Source: an optimization exercise on an open RTL-to-GDS flow (aim: small area, a short achievable clock period and few clock cycles per item). Production flows keep margins and buffers that such runs may drop.
Function was checked by simulation only, so behaviour that the tests miss may differ from the original.
Power and IR drop assume default switching activity.

==> flow/design.v <==
module data_mem_ctrl #(
   parameter int ADDR_WIDTH = 6
) (
   input  logic        clk,
   input  logic        reset_n,
   input  logic        req_valid,
   output logic        req_ready,
   input  logic        req_we,
   input  logic [2:0]  req_funct3,
   input  logic [31:0] req_addr,
   input  logic [31:0] req_wdata,
   output logic        rsp_valid,
   input  logic        rsp_ready,
   output logic [31:0] rsp_rdata,
   output logic        rsp_err
);
   localparam int DEPTH = 1 << ADDR_WIDTH;
   logic [31:0] mem [DEPTH];
   logic                  req_fire;
   logic                  f3_legal;
   logic                  misaligned;
   logic                  out_of_range;
   logic                  acc_err;
   logic [ADDR_WIDTH-1:0] word_idx;
   logic [31:0]           wr_data;
   logic [3:0]            wr_be;
   logic                  mem_we;
   assign req_fire = req_valid && req_ready;
   assign word_idx = req_addr[ADDR_WIDTH+1:2];
   always_comb begin
      out_of_range = |req_addr[31:ADDR_WIDTH+2];
      if (req_we) begin
         f3_legal = (req_funct3 == 3'b000) || (req_funct3 == 3'b001) ||
                    (req_funct3 == 3'b010);
      end else begin
         f3_legal = (req_funct3 == 3'b000) || (req_funct3 == 3'b001) ||
                    (req_funct3 == 3'b010) || (req_funct3 == 3'b100) ||
                    (req_funct3 == 3'b101);
      end
      case (req_funct3[1:0])
         2'b01:   misaligned = req_addr[0];
         2'b10:   misaligned = |req_addr[1:0];
         default: misaligned = 1'b0;
      endcase
      acc_err = !f3_legal || misaligned || out_of_range;
   end
   always_comb begin
      case (req_funct3[1:0])
         2'b00: begin
            wr_data = {4{req_wdata[7:0]}};
            wr_be   = 4'b0001 << req_addr[1:0];
         end
         2'b01: begin
            wr_data = {2{req_wdata[15:0]}};
            wr_be   = req_addr[1] ? 4'b1100 : 4'b0011;
         end
         default: begin
            wr_data = req_wdata;
            wr_be   = 4'b1111;
         end
      endcase
      mem_we = req_we && !acc_err;
   end
   logic [3:0]       s1_lane;
   logic [31:0]      s1_gdata;
   logic [DEPTH-1:0] s1_sel;
   logic [31:0]      lane_mask;
   always_comb begin
      for (int i = 0; i < 4; i++) begin
         lane_mask[8*i +: 8] = {8{wr_be[i]}};
      end
   end
   logic [7:0] mem_d [DEPTH][4];
   for (genvar w = 0; w < DEPTH; w++) begin : g_word
      for (genvar i = 0; i < 4; i++) begin : g_lane
         logic hold;
         assign hold = !(s1_sel[w] && s1_lane[i]);
         for (genvar b = 0; b < 8; b++) begin : g_bit
            dmem_bit_next u_next (
               .sel  (s1_sel[w]),
               .hold (hold),
               .gd   (s1_gdata[8*i+b]),
               .q    (mem[w][8*i+b]),
               .d    (mem_d[w][i][b])
            );
         end
      end
   end
   always_ff @(posedge clk) begin
      for (int w = 0; w < DEPTH; w++) begin
         for (int i = 0; i < 4; i++) begin
            mem[w][8*i +: 8] <= mem_d[w][i];
         end
      end
   end
   logic        s1_v, s2_v, hd_v, sk_v;
   logic        s1_go, s2_go, hd_free;
   logic        s1_v_d, s2_v_d, hd_v_d, sk_v_d;
   logic        rsp_fire;
   logic             s1_ld;        
   logic             s1_err;
   logic [2:0]       s1_f3;
   logic [1:0]       s1_off;
   localparam int EIGHTH = DEPTH / 8;
   logic [31:0]      rd_part [8];
   logic [31:0]      rd_pair_n [4];
   logic [31:0]      rd_lo, rd_hi;
   logic [31:0]      rd_word_n;
   always_comb begin
      for (int k = 0; k < 8; k++) begin
         rd_part[k] = 32'd0;
         for (int w = 0; w < EIGHTH; w++) begin
            rd_part[k] = rd_part[k] | (mem[k*EIGHTH+w] & {32{s1_sel[k*EIGHTH+w]}});
         end
      end
   end
   for (genvar k = 0; k < 4; k++) begin : g_pair
      dmem_nor2 u_nor (.a(rd_part[2*k]), .b(rd_part[2*k+1]), .y(rd_pair_n[k]));
   end
   dmem_nand2 u_lo (.a(rd_pair_n[0]), .b(rd_pair_n[1]), .y(rd_lo));
   dmem_nand2 u_hi (.a(rd_pair_n[2]), .b(rd_pair_n[3]), .y(rd_hi));
   dmem_nor2  u_wd (.a(rd_lo), .b(rd_hi), .y(rd_word_n));
   logic        s2_ld;
   logic        s2_err;
   logic [2:0]  s2_f3;
   logic [1:0]  s2_off;
   logic [31:0] s2_word_n;
   logic [31:0] s2_word;
   logic [15:0] ld_half;
   logic [31:0] ld_data;
   logic [31:0] s2_rdata;
   always_comb begin
      s2_word = ~s2_word_n;
      ld_half = 16'(s2_word >> {s2_off, 3'b000});
      case (s2_f3)
         3'b000:  ld_data = {{24{ld_half[7]}}, ld_half[7:0]};
         3'b001:  ld_data = {{16{ld_half[15]}}, ld_half};
         3'b010:  ld_data = s2_word;
         3'b100:  ld_data = {24'd0, ld_half[7:0]};
         3'b101:  ld_data = {16'd0, ld_half};
         default: ld_data = 32'd0;
      endcase
      s2_rdata = s2_ld ? ld_data : 32'd0;
   end
   logic [31:0] hd_rdata, sk_rdata;
   logic        hd_err, sk_err;
   assign rsp_fire = hd_v && rsp_ready;
   assign hd_free  = !hd_v || rsp_ready;
   assign s2_go    = s2_v && (hd_free || !sk_v);
   assign s1_go    = s1_v && (!s2_v || s2_go);
   always_comb begin
      s1_v_d = req_fire || (s1_v && !s1_go);
      s2_v_d = s1_go || (s2_v && !s2_go);
      if (hd_free) begin
         hd_v_d = sk_v || s2_v;
         sk_v_d = sk_v && s2_v;
      end else begin
         hd_v_d = 1'b1;
         sk_v_d = sk_v || s2_v;
      end
   end
   always_ff @(posedge clk or negedge reset_n) begin
      if (!reset_n) begin
         s1_v      <= 1'b0;
         s1_lane   <= 4'd0;
         s1_gdata  <= 32'd0;
         s2_v      <= 1'b0;
         hd_v      <= 1'b0;
         sk_v      <= 1'b0;
         req_ready <= 1'b0;
      end else begin
         s1_v      <= s1_v_d;
         if (req_fire) begin
            s1_lane  <= mem_we ? wr_be : 4'd0;
            s1_gdata <= mem_we ? (wr_data & lane_mask) : 32'd0;
         end else if (s1_go || !s1_v) begin
            s1_lane  <= 4'd0;
            s1_gdata <= 32'd0;
         end
         s2_v      <= s2_v_d;
         hd_v      <= hd_v_d;
         sk_v      <= sk_v_d;
         req_ready <= !(s1_v_d && s2_v_d && hd_v_d && sk_v_d);
      end
   end
   always_ff @(posedge clk) begin
      if (req_fire) begin
         s1_ld  <= !req_we && !acc_err;
         s1_err <= acc_err;
         s1_f3  <= req_funct3;
         s1_off <= req_addr[1:0];
         for (int w = 0; w < DEPTH; w++) begin
            s1_sel[w] <= (word_idx == ADDR_WIDTH'(w));
         end
      end
      if (s1_go) begin
         s2_ld   <= s1_ld;
         s2_err  <= s1_err;
         s2_f3   <= s1_f3;
         s2_off  <= s1_off;
         s2_word_n <= rd_word_n;
      end
      hd_rdata <= ({32{hd_free &&  sk_v}} & sk_rdata) |
                  ({32{hd_free && !sk_v}} & s2_rdata) |
                  ({32{!hd_free}}         & hd_rdata);
      hd_err   <= (hd_free &&  sk_v && sk_err) ||
                  (hd_free && !sk_v && s2_err) ||
                  (!hd_free && hd_err);
      if (hd_free ? sk_v : !sk_v) begin
         sk_rdata <= s2_rdata;
         sk_err   <= s2_err;
      end
   end
   assign rsp_valid = hd_v;
   assign rsp_rdata = hd_rdata;
   assign rsp_err   = hd_err;
endmodule
module dmem_bit_next (
   input  logic sel,
   input  logic hold,
   input  logic gd,
   input  logic q,
   output logic d
);
   assign d = (sel & gd) | (hold & q);
endmodule
module dmem_nor2 (
   input  logic [31:0] a,
   input  logic [31:0] b,
   output logic [31:0] y
);
   assign y = ~(a | b);
endmodule
module dmem_nand2 (
   input  logic [31:0] a,
   input  logic [31:0] b,
   output logic [31:0] y
);
   assign y = ~(a & b);
endmodule
export LEC_CHECK = 0
export CAP_MARGIN = 20
export CORE_MARGIN = 2
export CORE_UTILIZATION = 55
export CTS_CLUSTER_DIAMETER = 80
export CTS_CLUSTER_SIZE = 25
export SETUP_SLACK_MARGIN = 2.8
export SLEW_MARGIN = 20
export SYNTH_HIERARCHICAL = 1
export SYNTH_MINIMUM_KEEP_SIZE = 0
create_clock -name core_clock -period 5.0 [get_ports {clk}]
run.sh (not shown) runs the stock make flow with config.mk's settings and CLKGATE_MAP_FILE= SYNTH_SCRIPT=/design/flow/synth_recipe.tcl, a recipe that flattens the netlist after the stock synthesis.
Testbench counts at the start, summed over its fixed seeds: cycles 12,024, items 12,000.
Change:
--- a/flow/design.v
+++ b/flow/design.v
@@ -59,30 +59,25 @@
             wr_be   = 4'b1111;
          end
       endcase
       mem_we = req_we && !acc_err;
    end
    logic [3:0]       s1_lane;
-   logic [31:0]      s1_gdata;
+   logic [31:0]      s1_wdata;
    logic [DEPTH-1:0] s1_sel;
-   logic [31:0]      lane_mask;
-   always_comb begin
-      for (int i = 0; i < 4; i++) begin
-         lane_mask[8*i +: 8] = {8{wr_be[i]}};
-      end
-   end
    logic [7:0] mem_d [DEPTH][4];
    for (genvar w = 0; w < DEPTH; w++) begin : g_word
       for (genvar i = 0; i < 4; i++) begin : g_lane
-         logic hold;
-         assign hold = !(s1_sel[w] && s1_lane[i]);
+         logic we, we_n;
+         assign we   = s1_sel[w] && s1_lane[i];
+         assign we_n = !we;
          for (genvar b = 0; b < 8; b++) begin : g_bit
             dmem_bit_next u_next (
-               .sel  (s1_sel[w]),
-               .hold (hold),
-               .gd   (s1_gdata[8*i+b]),
+               .we   (we),
+               .we_n (we_n),
+               .wd   (s1_wdata[8*i+b]),
                .q    (mem[w][8*i+b]),
                .d    (mem_d[w][i][b])
             );
          end
       end
    end
@@ -102,13 +97,12 @@
    logic [2:0]       s1_f3;
    logic [1:0]       s1_off;
    localparam int EIGHTH = DEPTH / 8;
    logic [31:0]      rd_part [8];
    logic [31:0]      rd_pair_n [4];
    logic [31:0]      rd_lo, rd_hi;
-   logic [31:0]      rd_word_n;
    always_comb begin
       for (int k = 0; k < 8; k++) begin
          rd_part[k] = 32'd0;
          for (int w = 0; w < EIGHTH; w++) begin
             rd_part[k] = rd_part[k] | (mem[k*EIGHTH+w] & {32{s1_sel[k*EIGHTH+w]}});
          end
@@ -116,24 +110,23 @@
    end
    for (genvar k = 0; k < 4; k++) begin : g_pair
       dmem_nor2 u_nor (.a(rd_part[2*k]), .b(rd_part[2*k+1]), .y(rd_pair_n[k]));
    end
    dmem_nand2 u_lo (.a(rd_pair_n[0]), .b(rd_pair_n[1]), .y(rd_lo));
    dmem_nand2 u_hi (.a(rd_pair_n[2]), .b(rd_pair_n[3]), .y(rd_hi));
-   dmem_nor2  u_wd (.a(rd_lo), .b(rd_hi), .y(rd_word_n));
    logic        s2_ld;
    logic        s2_err;
    logic [2:0]  s2_f3;
    logic [1:0]  s2_off;
-   logic [31:0] s2_word_n;
+   logic [31:0] s2_lo, s2_hi;
    logic [31:0] s2_word;
    logic [15:0] ld_half;
    logic [31:0] ld_data;
    logic [31:0] s2_rdata;
    always_comb begin
-      s2_word = ~s2_word_n;
+      s2_word = s2_lo | s2_hi;
       ld_half = 16'(s2_word >> {s2_off, 3'b000});
       case (s2_f3)
          3'b000:  ld_data = {{24{ld_half[7]}}, ld_half[7:0]};
          3'b001:  ld_data = {{16{ld_half[15]}}, ld_half};
          3'b010:  ld_data = s2_word;
          3'b100:  ld_data = {24'd0, ld_half[7:0]};
@@ -160,25 +153,22 @@
       end
    end
    always_ff @(posedge clk or negedge reset_n) begin
       if (!reset_n) begin
          s1_v      <= 1'b0;
          s1_lane   <= 4'd0;
-         s1_gdata  <= 32'd0;
          s2_v      <= 1'b0;
          hd_v      <= 1'b0;
          sk_v      <= 1'b0;
          req_ready <= 1'b0;
       end else begin
          s1_v      <= s1_v_d;
          if (req_fire) begin
-            s1_lane  <= mem_we ? wr_be : 4'd0;
-            s1_gdata <= mem_we ? (wr_data & lane_mask) : 32'd0;
+            s1_lane <= mem_we ? wr_be : 4'd0;
          end else if (s1_go || !s1_v) begin
-            s1_lane  <= 4'd0;
-            s1_gdata <= 32'd0;
+            s1_lane <= 4'd0;
          end
          s2_v      <= s2_v_d;
          hd_v      <= hd_v_d;
          sk_v      <= sk_v_d;
          req_ready <= !(s1_v_d && s2_v_d && hd_v_d && sk_v_d);
       end
@@ -186,22 +176,24 @@
    always_ff @(posedge clk) begin
       if (req_fire) begin
          s1_ld  <= !req_we && !acc_err;
          s1_err <= acc_err;
          s1_f3  <= req_funct3;
          s1_off <= req_addr[1:0];
+         s1_wdata <= wr_data;
          for (int w = 0; w < DEPTH; w++) begin
             s1_sel[w] <= (word_idx == ADDR_WIDTH'(w));
          end
       end
       if (s1_go) begin
          s2_ld   <= s1_ld;
          s2_err  <= s1_err;
          s2_f3   <= s1_f3;
          s2_off  <= s1_off;
-         s2_word_n <= rd_word_n;
+         s2_lo   <= rd_lo;
+         s2_hi   <= rd_hi;
       end
       hd_rdata <= ({32{hd_free &&  sk_v}} & sk_rdata) |
                   ({32{hd_free && !sk_v}} & s2_rdata) |
                   ({32{!hd_free}}         & hd_rdata);
       hd_err   <= (hd_free &&  sk_v && sk_err) ||
                   (hd_free && !sk_v && s2_err) ||
@@ -213,19 +205,19 @@
    end
    assign rsp_valid = hd_v;
    assign rsp_rdata = hd_rdata;
    assign rsp_err   = hd_err;
 endmodule
 module dmem_bit_next (
-   input  logic sel,
-   input  logic hold,
-   input  logic gd,
+   input  logic we,
+   input  logic we_n,
+   input  logic wd,
    input  logic q,
    output logic d
 );
-   assign d = (sel & gd) | (hold & q);
+   assign d = (we & wd) | (we_n & q);
 endmodule
 module dmem_nor2 (
    input  logic [31:0] a,
    input  logic [31:0] b,
    output logic [31:0] y
 );
What happened: The changed run completed with no timing, DRC or antenna violations. Global-route usage goes up by 2.5 points. Worst hold slack gains 96 ps. Critical path depth does not change. Core utilization goes down by 0.31 points. Clock skew is about the same. Non-clock buffer count goes down by 22. Final area goes up by 1.2%. Count of clock-buffer cells in the layout goes down by 2. Worst setup slack loses 42 ps. Routed wire length goes up by 9.3%. Synthesized cell count goes up by about 4%. Synthesized area goes up by about 2%. Sequential cell count goes up by 32. Clock power goes down by about 5%.
Testbench counts after the change, summed over its fixed seeds: cycles 12,024, items 12,000.

-- afterwards: timing with drivers on the ports --
In the flow no input, the clock included, has a driving cell. The finished layouts below were timed again as built, in two steps.
Step 1 sets driving cells, clkbuf_16 on the clock port and buf_2 on the other inputs (assumed; they add their load-dependent delay and slew).
Step 2, shift: input delay + t, output delay - t, t = (earliest + latest rising clock arrival at the registers) / 2. This alone moves slack from input paths to output paths.
a / b / c = no drivers / after step 1 / after step 2; a / b = the first two.
| run | shift t [ns] | slack for setup (ns) | worst setup path after step 2 |
|---|---|---|---|
| the first run | 0.841 | 2.692 / 2.609 / 1.975 | input to register |
| the second run | 0.847 | 2.650 / 2.565 / 2.074 | input to register |
After both steps every run listed still meets setup and hold. For the first run, which loses most, drivers alone change the setup slack by -0.083 ns; drivers and shift together by -0.717 ns.
